What follows belongs to an exercise in optimizing a design on an open flow for a short achievable clock period and few clock cycles; a production flow would make more cautious choices.
No run shown here included a check of the RTL's function; only the layout flow was run.
Power figures rest on the tool's default switching activity, not on a simulated workload.

**design.v**
```verilog
`timescale 1ns/10ps
`default_nettype none
module axi_mem (
  input  wire        aclk,
  input  wire        arstn,
  input  wire [3:0]  arid,
  input  wire [31:0] araddr,
  input  wire [3:0]  arlen,
  input  wire [2:0]  arsize,
  input  wire        arvalid,
  output wire        arready,
  input  wire [3:0]  awid,
  input  wire [31:0] awaddr,
  input  wire [3:0]  awlen,
  input  wire [2:0]  awsize,
  input  wire        awvalid,
  output wire        awready,
  input  wire [31:0] wdata,
  input  wire [3:0]  wstrb,
  input  wire        wlast,
  input  wire        wvalid,
  output wire        wready,
  output wire [3:0]  rid,
  output wire [31:0] rdata,
  output wire [1:0]  rresp,
  output wire        rlast,
  output wire        rvalid,
  input  wire        rready,
  output wire [3:0]  bid,
  output wire [1:0]  bresp,
  output wire        bvalid,
  input  wire        bready
);
  reg [1023:0] mem;
  reg [127:0]  s2_we;     
  reg [31:0]   s2_data;
  integer      i;
  always @(posedge aclk) begin
    for (i = 0; i < 128; i = i + 1)
      if (s2_we[i]) mem[8*i +: 8] <= s2_data[8*(i%4) +: 8];
  end
  reg        r_idle;      
  reg        r_start;     
  reg        rvalid_q;
  reg [6:0]  ra;          
  reg [24:0] rhi;         
  reg        rhz, rho;    
  reg [2:0]  rsz;
  reg [3:0]  rcnt;        
  reg [3:0]  rid_q;
  reg [31:0] rdata_q;
  reg        rerr_q, rlast_q;
  wire       r_end  = rvalid_q & rready & rlast_q;
  wire       r_ld   = r_start | (rvalid_q & rready & ~rlast_q);
  wire       r_hz   = r_start ? ~|rhi : rhz;
  wire       r_ho   = r_start ?  &rhi : rho;
  wire [7:0] r_step = (rsz == 3'd0) ? 8'd1 : (rsz == 3'd1) ? 8'd2 : 8'd4;
  wire [7:0] r_nxt  = {1'b0, ra} + r_step;
  wire       r_low  = (rsz == 3'd1) ? (ra == 7'd127) :
                      (rsz == 3'd2) ? ((ra[6:2] == 5'd31) && (ra[1:0] != 2'd0)) : 1'b0;
  wire       r_err  = (rsz > 3'd2) | ~r_hz | r_low;
  wire [31:0] r_word = mem[{ra[6:2], 5'd0} +: 32];
  always @(posedge aclk or negedge arstn) begin
    if (!arstn) begin
      r_idle   <= 1'b1;
      r_start  <= 1'b0;
      rvalid_q <= 1'b0;
    end else begin
      r_start  <= r_idle & arvalid;
      r_idle   <= r_idle ? ~arvalid : r_end;
      rvalid_q <= r_start | (rvalid_q & ~r_end);
    end
  end
  always @(posedge aclk) begin
    if (r_idle) begin
      ra   <= araddr[6:0];
      rhi  <= araddr[31:7];
      rsz  <= arsize;
      rcnt <= arlen;
    end else if (r_ld) begin
      ra   <= r_nxt[6:0];
      rhz  <= r_nxt[7] ? r_ho : r_hz;
      rho  <= r_nxt[7] ? 1'b0 : r_ho;
      rcnt <= rcnt - 4'd1;
    end
  end
  always @(posedge aclk) begin
    if (r_idle) rid_q <= arid;
  end
  always @(posedge aclk) begin
    if (r_ld) begin
      rdata_q <= r_err ? 32'd0 : r_word;
      rerr_q  <= r_err;
      rlast_q <= (rcnt == 4'd0);
    end
  end
  assign arready = r_idle;
  assign rvalid  = rvalid_q;
  assign rid     = rid_q;
  assign rdata   = rdata_q;
  assign rresp   = {rerr_q, 1'b0};
  assign rlast   = rlast_q;
  reg        w_idle;      
  reg        w_first;     
  reg        w0_acc;      
  reg        wready_q;
  reg        bvalid_q;
  reg        bresp_q;
  reg [3:0]  bid_q;
  reg        s1_v;        
  reg [31:0] s1_data;
  reg [3:0]  s1_strb;
  reg        s1_last;
  reg [6:0]  pa;          
  reg [24:0] whi;
  reg        whz, who;
  reg [2:0]  wsz;
  reg [3:0]  wrem;        
  reg        sticky;      
  wire       w_hs   = wvalid & wready_q;
  wire       b_end  = bvalid_q & bready;
  wire       w_hz   = w_first ? ~|whi : whz;
  wire       w_ho   = w_first ?  &whi : who;
  wire [7:0] w_step = (wsz == 3'd0) ? 8'd1 : (wsz == 3'd1) ? 8'd2 : 8'd4;
  wire [7:0] p1     = {1'b0, pa} + w_step;
  wire       w_hz1  = p1[7] ? w_ho : w_hz;
  wire       w_szb  = wsz > 3'd2;
  wire       low0   = (wsz == 3'd1) ? (pa == 7'd127) :
                      (wsz == 3'd2) ? ((pa[6:2] == 5'd31) && (pa[1:0] != 2'd0)) : 1'b0;
  wire       low1   = (wsz == 3'd1) ? (p1[6:0] == 7'd127) :
                      (wsz == 3'd2) ? ((p1[6:2] == 5'd31) && (p1[1:0] != 2'd0)) : 1'b0;
  wire       err0   = w_szb | ~w_hz  | low0;    
  wire       err1   = w_szb | ~w_hz1 | low1;    
  wire       s1_bad = err0 | (s1_last != (wrem == 4'd0));
  wire       acc_last = s1_v ? (wrem == 4'd1) : (wrem == 4'd0);
  wire       acc_bad  = (s1_v ? err1 : err0) | (wlast != acc_last);
  wire       sticky_now = (~w_first & sticky) | (s1_v & s1_bad);
  wire       b_set_acc  = w_hs & ~w_idle & acc_last;
  wire       b_set_0    = w0_acc & (wrem == 4'd0);
  wire       b_next     = b_set_acc | b_set_0 | (bvalid_q & ~bready);
  always @(posedge aclk or negedge arstn) begin
    if (!arstn) begin
      w_idle   <= 1'b1;
      w_first  <= 1'b0;
      w0_acc   <= 1'b0;
      s1_v     <= 1'b0;
      bvalid_q <= 1'b0;
      wready_q <= 1'b1;
    end else begin
      w_idle   <= w_idle ? ~awvalid : b_end;
      w_first  <= w_idle & awvalid;
      w0_acc   <= w_idle & awvalid & w_hs;
      s1_v     <= w_hs;
      bvalid_q <= b_next;
      wready_q <= ~b_next;
    end
  end
  always @(posedge aclk) begin
    s1_data <= wdata;
    s1_strb <= wstrb;
    s1_last <= wlast;
  end
  always @(posedge aclk) begin
    if (w_idle) begin
      pa   <= awaddr[6:0];
      whi  <= awaddr[31:7];
      wsz  <= awsize;
      wrem <= awlen;
    end else begin
      if (s1_v) begin
        pa   <= p1[6:0];
        wrem <= wrem - 4'd1;
      end
      whz    <= s1_v ? w_hz1 : w_hz;
      who    <= s1_v ? (~p1[7] & w_ho) : w_ho;
      sticky <= sticky_now;
      if (b_set_acc)    bresp_q <= sticky_now | acc_bad;
      else if (b_set_0) bresp_q <= s1_bad;
    end
  end
  always @(posedge aclk) begin
    if (w_idle) bid_q <= awid;
  end
  wire [3:0] w_szm  = (wsz == 3'd0) ? 4'b0001 : (wsz == 3'd1) ? 4'b0011 : 4'b1111;
  wire [3:0] w_lane = w_szm << pa[1:0];
  wire [3:0] w_en   = w_lane & s1_strb & {4{s1_v & ~err0}};
  integer    w, b;
  always @(posedge aclk) begin
    s2_data <= s1_data;
    for (w = 0; w < 32; w = w + 1)
      for (b = 0; b < 4; b = b + 1)
        s2_we[4*w+b] <= w_en[b] & (pa[6:2] == w);
  end
  assign awready = w_idle;
  assign wready  = wready_q;
  assign bvalid  = bvalid_q;
  assign bid     = bid_q;
  assign bresp   = {bresp_q, 1'b0};
endmodule
`default_nettype wire
```
**run.sh**
```bash
#!/bin/bash
# synth_recipe.tcl (not shown) runs the flow's synth.tcl, then flattens the netlist and writes it again
# the make line also repeats each setting of config.mk as NAME=value (left out here)
make -C /OpenROAD-flow-scripts/flow DESIGN_CONFIG=/design/flow/config.mk WORK_HOME=/design/flow/orfs CLKGATE_MAP_FILE= SYNTH_SCRIPT=/design/flow/synth_recipe.tcl finish
```
**config.mk**
```make
export PLATFORM = sky130hd
export DESIGN_NAME = axi_mem
export DESIGN_NICKNAME = axi_mem
export VERILOG_FILES = /design/flow/design.v
export SDC_FILE = /design/flow/constraint.sdc
export NUM_CORES = 4
export LEC_CHECK = 0
export CAP_MARGIN = 20
export CORE_MARGIN = 2
export CORE_UTILIZATION = 40
export SLEW_MARGIN = 20
```
**constraint.sdc**
```tcl
create_clock -name core_clock -period 6.0 [get_ports {aclk}]
set_input_delay 1.2000 -clock core_clock [delete_from_list [all_inputs] [get_ports {aclk}]]
set_output_delay 1.2000 -clock core_clock [all_outputs]
set_load 0.01 [all_outputs]
```
==> results of run 1 <==
[state kept, by name, summed over array words and instances (netlist names), 25 cells and up]
signal and count:
mem 1024, rdata_q 32, rhi 25, s1_data 32
s2_data 32, s2_we 128, whi 25
[metal layers]
layer / part of all wire [%] / vias up / track usage (%)
met4: 2.3 / 6 / 5.50
met2: 48 / 822 / 28.8
met3: 6.7 / 189 / 3.89
met1: 43 / 12600 / 24.7
li1: - / 10400 / -
met5: 0.029 / - / 0
[area by class of cell]
class / count / area, um^2
diodes: 5 / 12.5
clock inverters: 62 / 638
flip-flops and latches: 1356 / 38700
repair buffers: 204 / 2040
multi-input cells: 970 / 9810
inverters: 20 / 75.1
clock buffers: 195 / 3980
fillers: 10100 / 64700
well taps: 1625 / 2030
[path summary, 6_finish.rpt]
| kind | end | slack (ns) |
|---|---|---|
| min in group asynchronous | rvalid_q | 0.92 |
| setup reg to reg | rdata_q[17] | 2.76 |
| hold reg to reg | s2_data[9] | 0.33 |
| hold / removal | s2_data[9] | 0.33 |
| max in group asynchronous | w0_acc | 4.59 |
| setup / recovery | awready | 2.16 |
[power breakdown]
group | internal, W | switching, W
combinational | 0.000270 | 0.000513
clock | 0.00515 | 0.00351
sequential | 0.0104 | 0.000249
total | 0.0158 | 0.00427
[through the flow]
stage / hold WS (ns) / power [W] / cells / instance area (um^2) / setup slack, ns
global placement: 0.314 / 0.0116 / 4175 / 52700 / 2.81
floorplan: 0.310 / 0.0112 / 2482 / 49300 / 3.45
detailed placement: 0.312 / 0.0116 / 4175 / 52700 / 2.75
CTS: 0.326 / 0.0203 / 4432 / 57300 / 2.09
global route: 0.332 / 0.0207 / 4433 / 57300 / 2.01
finish: 0.325 / 0.0201 / 4437 / 57300 / 2.16
[cell usage after synthesis (3+ instances only)]
cell	number
mux4_2	206
inv_1	19
and3_1	32
ha_1	10
nand2_1	60
dfrtp_1	6
nor4b_1	3
clkbuf_1	68
dfstp_2	3
and3b_1	3
nand3_1	11
nor2b_1	10
nand4_1	16
o211a_1	4
xnor2_1	8
dfxtp_1	197
a21oi_1	42
buf_1	6
o21ai_0	75
xor2_1	7
buf_6	5
mux2i_1	173
edfxtp_1	1150
nor3_1	70
a211oi_1	31
nor3b_1	8
nor4_1	12
o22ai_1	30
mux2_2	8
buf_2	29
buf_4	28
nor2_1	90
a21o_1	7
o221ai_1	28
nand2b_1	4
[cells by family (layout without fill, tap and decap cells)]
kind of cell | after synthesis | count (layout)
AO/OA/AOI/OAI | 226 | 226
XOR/XNOR | 15 | 15
adder cells (fa/ha/maj) | 12 | 12
buffers and inverters | 156 | 481
flip-flops | 1356 | 1356
multiplexers | 387 | 387
other | 1 | 7
AND/OR/NAND/NOR | 328 | 328
[placed cells by master, fill, tap and decap left out, drive strengths merged, types with 5 or more instances in the layout]
cell / netlist / final
a211oi: 31 / 31
a21o: 7 / 7
a21oi: 42 / 42
and3: 32 / 32
buf: 68 / 27
bufinv: 0 / 12
clkbuf: 68 / 195
clkdlybuf4s50: 0 / 177
clkinv: 1 / 42
clkinvlp: 0 / 5
dfrtp: 6 / 6
dfxtp: 197 / 197
diode: 0 / 5
edfxtp: 1150 / 1150
ha: 10 / 10
inv: 19 / 23
mux2: 8 / 8
mux2i: 173 / 173
mux4: 206 / 206
nand2: 60 / 60
nand3: 11 / 11
nand4: 16 / 16
nor2: 90 / 90
nor2b: 10 / 10
nor3: 70 / 70
nor3b: 8 / 8
nor4: 12 / 12
o21ai: 75 / 75
o221ai: 28 / 28
o22ai: 30 / 30
xnor2: 8 / 8
xor2: 7 / 7
==> flow_summary_export.csv, run 1 <==
group,metric,value,unit
layout,drive_gt1_share,17.0,%
floorplan,initial_core_util,40.4,%
cts,cts_tree,"done",
floorplan,rows,128,
power_and_ir_drop,vdd_drop_max,0.329,mV
setup_path,cpMaxStageDelayCell,"dfstp_2",
placed_design,routabilityCongestion,0.784,
sta,fin_crit,3.84,ns
layout,nets,2832,
cts,postCtsResizedCells,0,
logic_synthesis,yosys_warnings,1,
cts,h-tree-depth,4,
global_route,grt_overflow,0,
global_route,antenna_found_initial,3,
setup_path,crit_buf_inv,1,
setup_path,cp_slowest_stage_delay,1.20,ns
floorplan,chipHeight,355,um
placed_design,dpl.hpwl,67.5,mm
floorplan,die_x,355,um
sta,finalCritPeriodShare,64.0,%
min_path,hold_start,"s1_data[9]",
cts,cts_hold_buf,0,
setup_path,worst-path-stages,1,
cts,numCtsBuffers,138,
route,firstDrtPassIters,5,
outcome,status,"no timing/DRC/antenna violations",
setup_path,cp_max_fo,53,
route,dr_total_vias,24000,
logic_synthesis,dominantRegCellSynth,"edfxtp_1",
logic_synthesis,ys_types,52,
setup_path,path_class,"reg2out",
power_and_ir_drop,p_per_area,350,nW/um^2
logic_synthesis,synth-seq-cells,1356,
floorplan,fp.dieArea,126000,um^2
power_and_ir_drop,p_leak,18.6,nW
floorplan,core,122000,um^2
layout,final_util,47.0,%
cts,clockBufferDepth,3,
setup_path,critPathLaunch,"w_idle",
run,max-cap-violations,0,
logic_synthesis,synthSimpleGateAreaFrac,3.27,%
setup_path,crit_family,"flip-flops",
route,wl_per_cell,25.4,um
logic_synthesis,synth_compound_area_share,2.88,%
sta,fin_setup_tns,0,ns
sta,max_freq,0.260,GHz
logic_synthesis,syn_inst,2481,
logic_synthesis,synth_top_family_by_area,"multiplexers",
sta,tightest_slew,1.01,ns
sta,setup_viol,0,
logic_synthesis,synthXorXnorAreaFrac,0.267,%
logic_synthesis,yosys.area.top_type,"edfxtp_1",
logic_synthesis,synth_area,49300,um^2
route,ant_nets,0,
cts,cts.sinks,1356,
route,finalWirelength,113,mm
global_route,grt_pass1_vias,24900,
layout,area_delta_synth_final,16.4,%
global_route,track_usage,18.0,%
route,drc_errors,0,
global_route,grt_first_pass_wirelength,167,mm
logic_synthesis,syn_avg_cell_area,19.9,um^2
setup_path,rr_startpoint,"ra[3]",
sta,final_hold_viol_count,0,
cts,clk_pin_slew,0.06,ns
sta,fin_skew,0.0282,ns
setup_path,reg2reg_depth,7,
floorplan,io_pins,180,
cts,cts_setup_buffers,0,
min_path,hold_class,"reg2reg",
sta,rsz0062_at_grt,"no",
logic_synthesis,synth_mux_area_share,13.1,%
logic_synthesis,seq_area_frac_synth,78.6,%
min_path,hold_depth,0,
placed_design,port_buffers,177,
logic_synthesis,synthArstFlopShare,0.664,%
setup_path,cp_cell_sequence,"clkdlybuf4s50_1",
route,drt_iter0_drc,2490,
setup_path,start_kind,"flop",
logic_synthesis,synthAdderAreaFrac,0.335,%
cts,cts_root_buf,"clkbuf_16",
setup_path,cp.required,4.80,ns
logic_synthesis,synth_top_area_share,70.1,%
sta,slew_headroom,32.8,%
route,viasPerCell,5.41,
global_route,grt_max_degree,104,
setup_path,cp.arrival,2.64,ns
sta,drv_slew,0,
logic_synthesis,ys_top_cells_by_area,"edfxtp_1 70%, mux4_2 9.4%, dfxtp_1 8.0%",
logic_synthesis,synth_edf_count,1150,
cts,clk_latency,0.74,ns
setup_path,worstSetupEndpointType,"output port",
==> inputs of run 2 (changes only) <==
--- a/config.mk
+++ b/config.mk
@@ -10,2 +10,4 @@
 export CORE_UTILIZATION = 40
+export SETUP_SLACK_MARGIN = 4.0
 export SLEW_MARGIN = 20
+export TNS_END_PERCENT = 100
==> run 2 against run 1 <==
Synthesized cell count unchanged. Still clean. Hold slack got worse by 0.0042 ns. Clock skew hardly changed.
==> flow_summary_export.csv, run 2 <==
group,metric,value,unit
sta,final_hold_viol_count,0,
logic_synthesis,synth_area,49300,um^2
route,wl_per_cell,28.5,um
logic_synthesis,synth-seq-cells,1356,
route,ant_nets,0,
power_and_ir_drop,p_sw,0.00472,W
setup_path,cpMaxStageDelayCell,"edfxtp_1",
logic_synthesis,synth_top_area_share,70.1,%
layout,final_cell_mix,"1150 x edfxtp_1, 206 x mux4_2, 170 x dfxtp_1",
setup_path,cp.required,4.80,ns
global_route,track_usage,20.4,%
setup_path,critPathLaunch,"rdata_q[12]",
power_and_ir_drop,swShare,23.0,%
setup_path,path_class,"reg2out",
power_and_ir_drop,p_comb_share,6.8,%
logic_synthesis,yosys-top-cells-count,"1150 x edfxtp_1, 206 x mux4_2, 197 x dfxtp_1",
logic_synthesis,yosys.area.top_type,"edfxtp_1",
setup_path,cp.arrival,1.48,ns
layout,fillers,9585,
route,drt_iter0_drc,3074,
placed_design,routabilityCongestion,0.808,
setup_path,cp_slowest_stage_delay,0.53,ns
power_and_ir_drop,seq_power_share,51.7,%
setup_path,reg2reg_depth,8,
sta,fin_crit,2.68,ns
cts,cts_hold_buf,0,
layout,area_delta_synth_final,26.4,%
logic_synthesis,seq_area_frac_synth,78.6,%
route,finalWirelength,132,mm
logic_synthesis,ys_types,52,
power_and_ir_drop,clockPowerShare,41.5,%
sta,finalCritPeriodShare,44.7,%
layout,drive_gt1_share,33.1,%
global_route,grt_pass1_vias,26400,
setup_path,rr_startpoint,"ra[2]",
cts,clk_latency,0.76,ns
placed_design,dp_slack,2.38,ns
logic_synthesis,dominantRegCellSynth,"edfxtp_1",
sta,rsz0062_at_grt,"yes",
logic_synthesis,synthArstFlopShare,0.664,%
setup_path,critPathCapture,"rdata[12]",
floorplan,rows,128,
setup_path,cp_cell_sequence,"buf_6",
logic_synthesis,ys_top_cells_by_area,"edfxtp_1 70%, mux4_2 9.4%, dfxtp_1 8.0%",
layout,regArea,38700,um^2
layout,regMostFlops,"mem",
route,drc_errors,0,
floorplan,initial_core_util,40.4,%
route,viasPerCell,5.60,
global_route,antenna_found_initial,1,
power_and_ir_drop,power,0.0205,W
logic_synthesis,yosys_warnings,1,
setup_path,r2r_end,"rdata_q[16]",
floorplan,fp.dieArea,126000,um^2
layout,nets,3016,
logic_synthesis,synth_edf_count,1150,
power_and_ir_drop,vdd_drop_max,0.307,mV
setup_path,start_kind,"flop",
power_and_ir_drop,p_leak,21.0,nW
sta,drv_slew,0,
placed_design,dpl.hpwl,67.6,mm
setup_path,worst-path-stages,1,
layout,final_common_cell,"edfxtp_1",
logic_synthesis,syn_inst,2481,
cts,cts_root_buf,"clkbuf_16",
setup_path,cp_max_fo,1,
sta,setup_viol,0,
sta,slew_headroom,31.2,%
floorplan,core,122000,um^2
cts,h-tree-depth,4,
floorplan,io_pins,180,
global_route,grt_max_degree,68,
sta,tightest_slew,1.03,ns
logic_synthesis,synth_most_common_cell,"edfxtp_1",
cts,numCtsBuffers,142,
layout,reg_top3,"mem: 1024 flops, s2_we: 128 flops",
cts,clk_pin_slew,0.06,ns
sta,layout_setup_ws,3.32,ns
cts,cts_tree,"done",
floorplan,die_x,355,um
layout,finalNonFillerCells,4621,
global_route,grt_overflow,0,
layout,largest_reg_flops,1024,
cts,cts.sinks,1356,
run,max-cap-violations,0,
setup_path,worstSetupEndpointType,"output port",
global_route,grt_first_pass_wirelength,185,mm
setup_path,reg2reg_slack,3.46,ns
logic_synthesis,syn_avg_cell_area,19.9,um^2
sta,fin_setup_tns,0,ns
route,firstDrtPassIters,6,
power_and_ir_drop,p_per_area,330,nW/um^2
route,dr_total_vias,25900,
setup_path,crit_family,"flip-flops",
layout,n_antenna_cell,0,
floorplan,chipHeight,355,um
layout,multi_input_area,11800,um^2
sta,fin_skew,0.0279,ns
setup_path,crit_buf_inv,1,
cts,clockBufferDepth,3,
min_path,hold_class,"reg2reg",
placed_design,port_buffers,177,
outcome,status,"no timing/DRC/antenna violations",
sta,max_freq,0.373,GHz
power_and_ir_drop,p_int,0.0158,W
placed_design,placedCellCount,4172,
## run 2: cell counts after synthesis
Identical to the previous run, type by type.
## run 2: power groups by stage
stage	clock network, W	registers (W)	logic [W]
global placement	0	0.0108	0.000730
detailed placement	0	0.0109	0.000747
CTS	0.00864	0.0106	0.00118
floorplan	0	0.0107	0.000432
finish	0.00851	0.0106	0.00140
global route	0.00901	0.0106	0.00146
## run 2: repair_timing
action | in CTS | in global routing
cloned | 45 | 8
gates resized for setup | 576 | 218
buffers inserted | 104 | 26
setup endpoints to repair | 270 | 217
pin swaps | 107 | 114
## run 2: cells by family after synthesis
| logic type | Yosys count | synth area share [%] |
|---|---|---|
| adder cells (fa/ha/maj) | 12 | 0.335 |
| AND/OR/NAND/NOR | 328 | 3.27 |
| multiplexers | 387 | 13.1 |
| XOR/XNOR | 15 | 0.267 |
| buffers and inverters | 156 | 1.55 |
| flip-flops | 1356 | 78.6 |
| other | 1 | 0.00761 |
| AO/OA/AOI/OAI | 226 | 2.88 |
## run 2: cell type report
| class | count | area share (%) |
|---|---|---|
| repair inverters | 1 | 0.0121 |
| well taps | 1625 | 3.27 |
| multi-input cells | 973 | 19.0 |
| repair buffers | 380 | 8.00 |
| clock buffers | 191 | 6.31 |
| flip-flops and latches | 1356 | 62.2 |
| inverters | 20 | 0.131 |
| clock inverters | 75 | 1.01 |
## run 2: metal layers
| layer | track usage [%] | share of wire, % |
|---|---|---|
| met4 | 5.82 | 2.8 |
| met5 | 0 | 0 |
| met3 | 3.96 | 7.9 |
| met1 | 27.9 | 40 |
| met2 | 33.3 | 49 |
## run 2: per-stage QoR
step / cell area [um^2] / utilization, % / hold WS, ns
final: 62300 / 51.0 / 0.321
after global routing: 62300 / 51.0 / 0.332
after CTS: 60900 / 49.9 / 0.322
after detailed placement: 52700 / 43.2 / 0.312
after global placement: 52700 / 43.2 / 0.312
after floorplan: 49700 / - / 0.310
## run 2: worst min path at each step
| stage | cells after the start | from | slack, ns | to |
|---|---|---|---|---|
| finish | 0 | s1_data[31] | 0.32 | s2_data[31] |
| global route | 0 | s1_data[9] | 0.33 | s2_data[9] |
| CTS | 0 | s1_data[31] | 0.32 | s2_data[31] |
| detailed placement | 0 | s1_data[6] | 0.31 | s2_data[6] |
| global placement | 0 | s1_data[22] | 0.31 | s2_data[22] |
| floorplan | 0 | s1_data[0] | 0.31 | s2_data[0] |
==> inputs of run 3 (changes only) <==
--- a/config.mk
+++ b/config.mk
@@ -7,5 +7,6 @@
 export LEC_CHECK = 0
+export ABC_CLOCK_PERIOD_IN_PS = 2000
 export CAP_MARGIN = 20
 export CORE_MARGIN = 2
-export CORE_UTILIZATION = 40
+export CORE_UTILIZATION = 60
 export SETUP_SLACK_MARGIN = 4.0
==> run 3 against run 2 <==
Register-to-register slack worse by 0.02 ns. Cell area shrank 0.95%. First-iteration DRC count up 10%. Critical endpoint is now awready. Largest cell class unchanged. Sequential share of layout area increased by 0.60 points. Count of clock-buffer cells in the layout down 1. Global-route usage is 10 points higher. Clock skew down 0.0027 ns. Synthesized cell count unchanged. Still clean.
==> flow_summary_export.csv, run 3 <==
group,metric,value,unit
global_route,track_usage,30.8,%
floorplan,io_pins,180,
setup_path,crit_buf_inv,1,
logic_synthesis,yosys_warnings,1,
setup_path,path_class,"reg2out",
layout,final_cell_mix,"1150 x edfxtp_1, 206 x mux4_2, 170 x dfxtp_1",
setup_path,reg2reg_slack,3.44,ns
route,drc_errors,0,
logic_synthesis,ys_types,52,
cts,cts_tree,"done",
cts,clk_pin_slew,0.06,ns
power_and_ir_drop,p_per_area,329,nW/um^2
setup_path,critPathLaunch,"w_idle",
placed_design,routabilityCongestion,0.818,
route,firstDrtPassIters,5,
cts,clk_latency,0.74,ns
cts,clockBufferDepth,3,
route,drt_iter0_drc,3381,
power_and_ir_drop,vdd_drop_max,0.280,mV
sta,fin_skew,0.0252,ns
setup_path,crit_family,"flip-flops",
logic_synthesis,synth_edf_count,1150,
sta,tightest_slew,1.02,ns
global_route,antenna_found_initial,2,
route,dr_total_vias,26300,
logic_synthesis,syn_inst,2481,
layout,largest_reg_flops,1024,
sta,drv_slew,0,
global_route,grt_max_degree,58,
setup_path,rr_startpoint,"ra[2]",
setup_path,reg2reg_depth,8,
global_route,grt_overflow,0,
sta,setup_viol,0,
setup_path,worst-path-stages,1,
cts,numCtsBuffers,135,
sta,max_freq,0.372,GHz
floorplan,rows,105,
sta,final_hold_viol_count,0,
sta,rsz0062_at_grt,"yes",
sta,fin_crit,2.69,ns
setup_path,worstSetupEndpointType,"output port",
logic_synthesis,synth_top_area_share,70.1,%
sta,finalCritPeriodShare,44.8,%
cts,h-tree-depth,4,
min_path,hold_class,"reg2reg",
logic_synthesis,yosys.area.top_type,"edfxtp_1",
logic_synthesis,seq_area_frac_synth,78.6,%
floorplan,fp.dieArea,84400,um^2
cts,cts_root_buf,"clkbuf_16",
setup_path,cp.required,4.80,ns
sta,fin_setup_tns,0,ns
sta,slew_headroom,32.1,%
route,finalWirelength,132,mm
logic_synthesis,yosys-top-cells-count,"1150 x edfxtp_1, 206 x mux4_2, 197 x dfxtp_1",
layout,nets,3034,
cts,cts.sinks,1356,
floorplan,die_x,291,um
layout,drive_gt1_share,34.0,%
placed_design,placedCellCount,3620,
floorplan,chipHeight,291,um
setup_path,cp.arrival,1.49,ns
layout,area_delta_synth_final,25.2,%
placed_design,port_buffers,177,
cts,cts_hold_buf,0,
run,max-cap-violations,0,
logic_synthesis,synthArstFlopShare,0.664,%
route,wl_per_cell,32.4,um
power_and_ir_drop,power,0.0203,W
layout,regMostFlops,"mem",
power_and_ir_drop,p_leak,20.8,nW
global_route,grt_first_pass_wirelength,184,mm
outcome,status,"no timing/DRC/antenna violations",
logic_synthesis,syn_avg_cell_area,19.9,um^2
logic_synthesis,synth-seq-cells,1356,
logic_synthesis,dominantRegCellSynth,"edfxtp_1",
floorplan,initial_core_util,60.3,%
logic_synthesis,ys_top_cells_by_area,"edfxtp_1 70%, mux4_2 9.4%, dfxtp_1 8.0%",
setup_path,cp_max_fo,2,
layout,finalNonFillerCells,4074,
logic_synthesis,synth_most_common_cell,"edfxtp_1",
floorplan,core,81700,um^2
logic_synthesis,synth_area,49300,um^2
route,ant_nets,0,
setup_path,start_kind,"flop",
global_route,grt_pass1_vias,26200,
setup_path,cp_slowest_stage_delay,0.66,ns
layout,reg_top3,"mem: 1024 flops, s2_we: 128 flops",
setup_path,cp_cell_sequence,"buf_6",
min_path,hold_depth,0,
min_path,hold_start,"s1_data[25]",
layout,final_common_cell,"edfxtp_1",
layout,final_util,75.5,%
setup_path,cpMaxStageDelayCell,"dfstp_4",
route,viasPerCell,6.46,
placed_design,dpl.hpwl,64.6,mm
## run 3: changes by cell type in the layout (fill, tap and decap cells not counted), moves of 8 or more
| cell | before | now |
|---|---|---|
| a211oi_2 | 10 | 22 |
| nor3_4 | 48 | 35 |
| a211oi_4 | 11 | 2 |
| buf_6 | 50 | 40 |
| nor2_4 | 54 | 66 |
| buf_8 | 4 | 12 |
| clkinv_2 | 30 | 21 |
| buf_4 | 69 | 83 |
| nor2_1 | 30 | 20 |
## run 3: power by group
part	internal (W)	switching, W
sequential	0.0104	0.000244
combinational	0.000534	0.000887
clock	0.00465	0.00355
total	0.0156	0.00468
## run 3: repair_timing
item | CTS | global route
cloned | 49 | 12
setup endpoints to repair | 269 | 255
resized for setup | 495 | 318
pin swaps | 57 | 162
buffers inserted | 106 | 38
## run 3: worst paths after layout
kind,end
setup / recovery,awready
hold / removal,s2_data[25]
setup reg to reg,rdata_q[12]
hold reg to reg,s2_data[25]
max in group asynchronous,rvalid_q
min in group asynchronous,w0_acc
## run 3: cells by family after synthesis
logic type	count (synthesis)	share of synthesized area (%)
AO/OA/AOI/OAI	226	2.88
flip-flops	1356	78.6
buffers and inverters	156	1.55
multiplexers	387	13.1
adder cells (fa/ha/maj)	12	0.335
XOR/XNOR	15	0.267
AND/OR/NAND/NOR	328	3.27
other	1	0.00761
## run 3: layout make-up
type	instances	area (um^2)
Timing Repair Buffer	404	5280
Antenna cell	1	2.50
Fill cell	4502	20000
Timing Repair inverter	1	7.51
Clock buffer	190	3810
Sequential cell	1356	38800
Inverter	20	80.1
Multi-Input combinational cell	974	11900
Clock inverter	58	507
Tap cell	1070	1340
## run 3: through the flow
step | setup slack [ns] | hold slack [ns] | area, um^2
after global routing | 3.27 | 0.322 | 61700
after detailed placement | 2.43 | 0.312 | 52000
after global placement | 2.44 | 0.310 | 52000
after floorplan | 3.63 | 0.310 | 49700
after CTS | 3.27 | 0.323 | 59600
final | 3.31 | 0.323 | 61700
## run 3: routing by layer
metal / global-route usage (%) / up-vias / share of wire, %
met5: 0 / - / 0
met4: 9.07 / 0 / 3.1
met3: 5.87 / 227 / 10
met2: 49.2 / 1510 / 48
met1: 44.0 / 13700 / 38
li1: - / 10900 / -

what the ideal ports hide:
No port has a modelled driver above. Below, the same layouts with a new extraction and two added sets of constraints.
Step 1: set_driving_cell puts a clkbuf_16 on aclk and a buf_2 on each other input, an assumption about the parent block.
Step 2, shift: input delay + t, output delay - t, t = (earliest + latest rising clock arrival at the registers) / 2. This alone moves slack from input paths to output paths.
a / b / c = ideal ports / drivers / drivers and shift; a / b = the first two.
| run | t (ns) | setup slack, ns | worst setup path at the end | worst register clock-pin slew, ns | cell pins on the clock port's net |
|---|---|---|---|---|---|
| run 1 | 0.801 | 2.159 / 2.087 / 2.760 | register to register | 0.07 / 0.07 | 1 |
| run 2 | 0.820 | 3.321 / 3.243 / 3.048 | input to register | 0.07 / 0.07 | 1 |
| run 3 | 0.794 | 3.310 / 3.239 / 3.158 | input to register | 0.07 / 0.07 | 1 |
After both steps setup and hold are still met in every run listed. For run 2, which loses most, drivers alone change the setup slack by -0.078 ns; drivers and shift together by -0.273 ns.
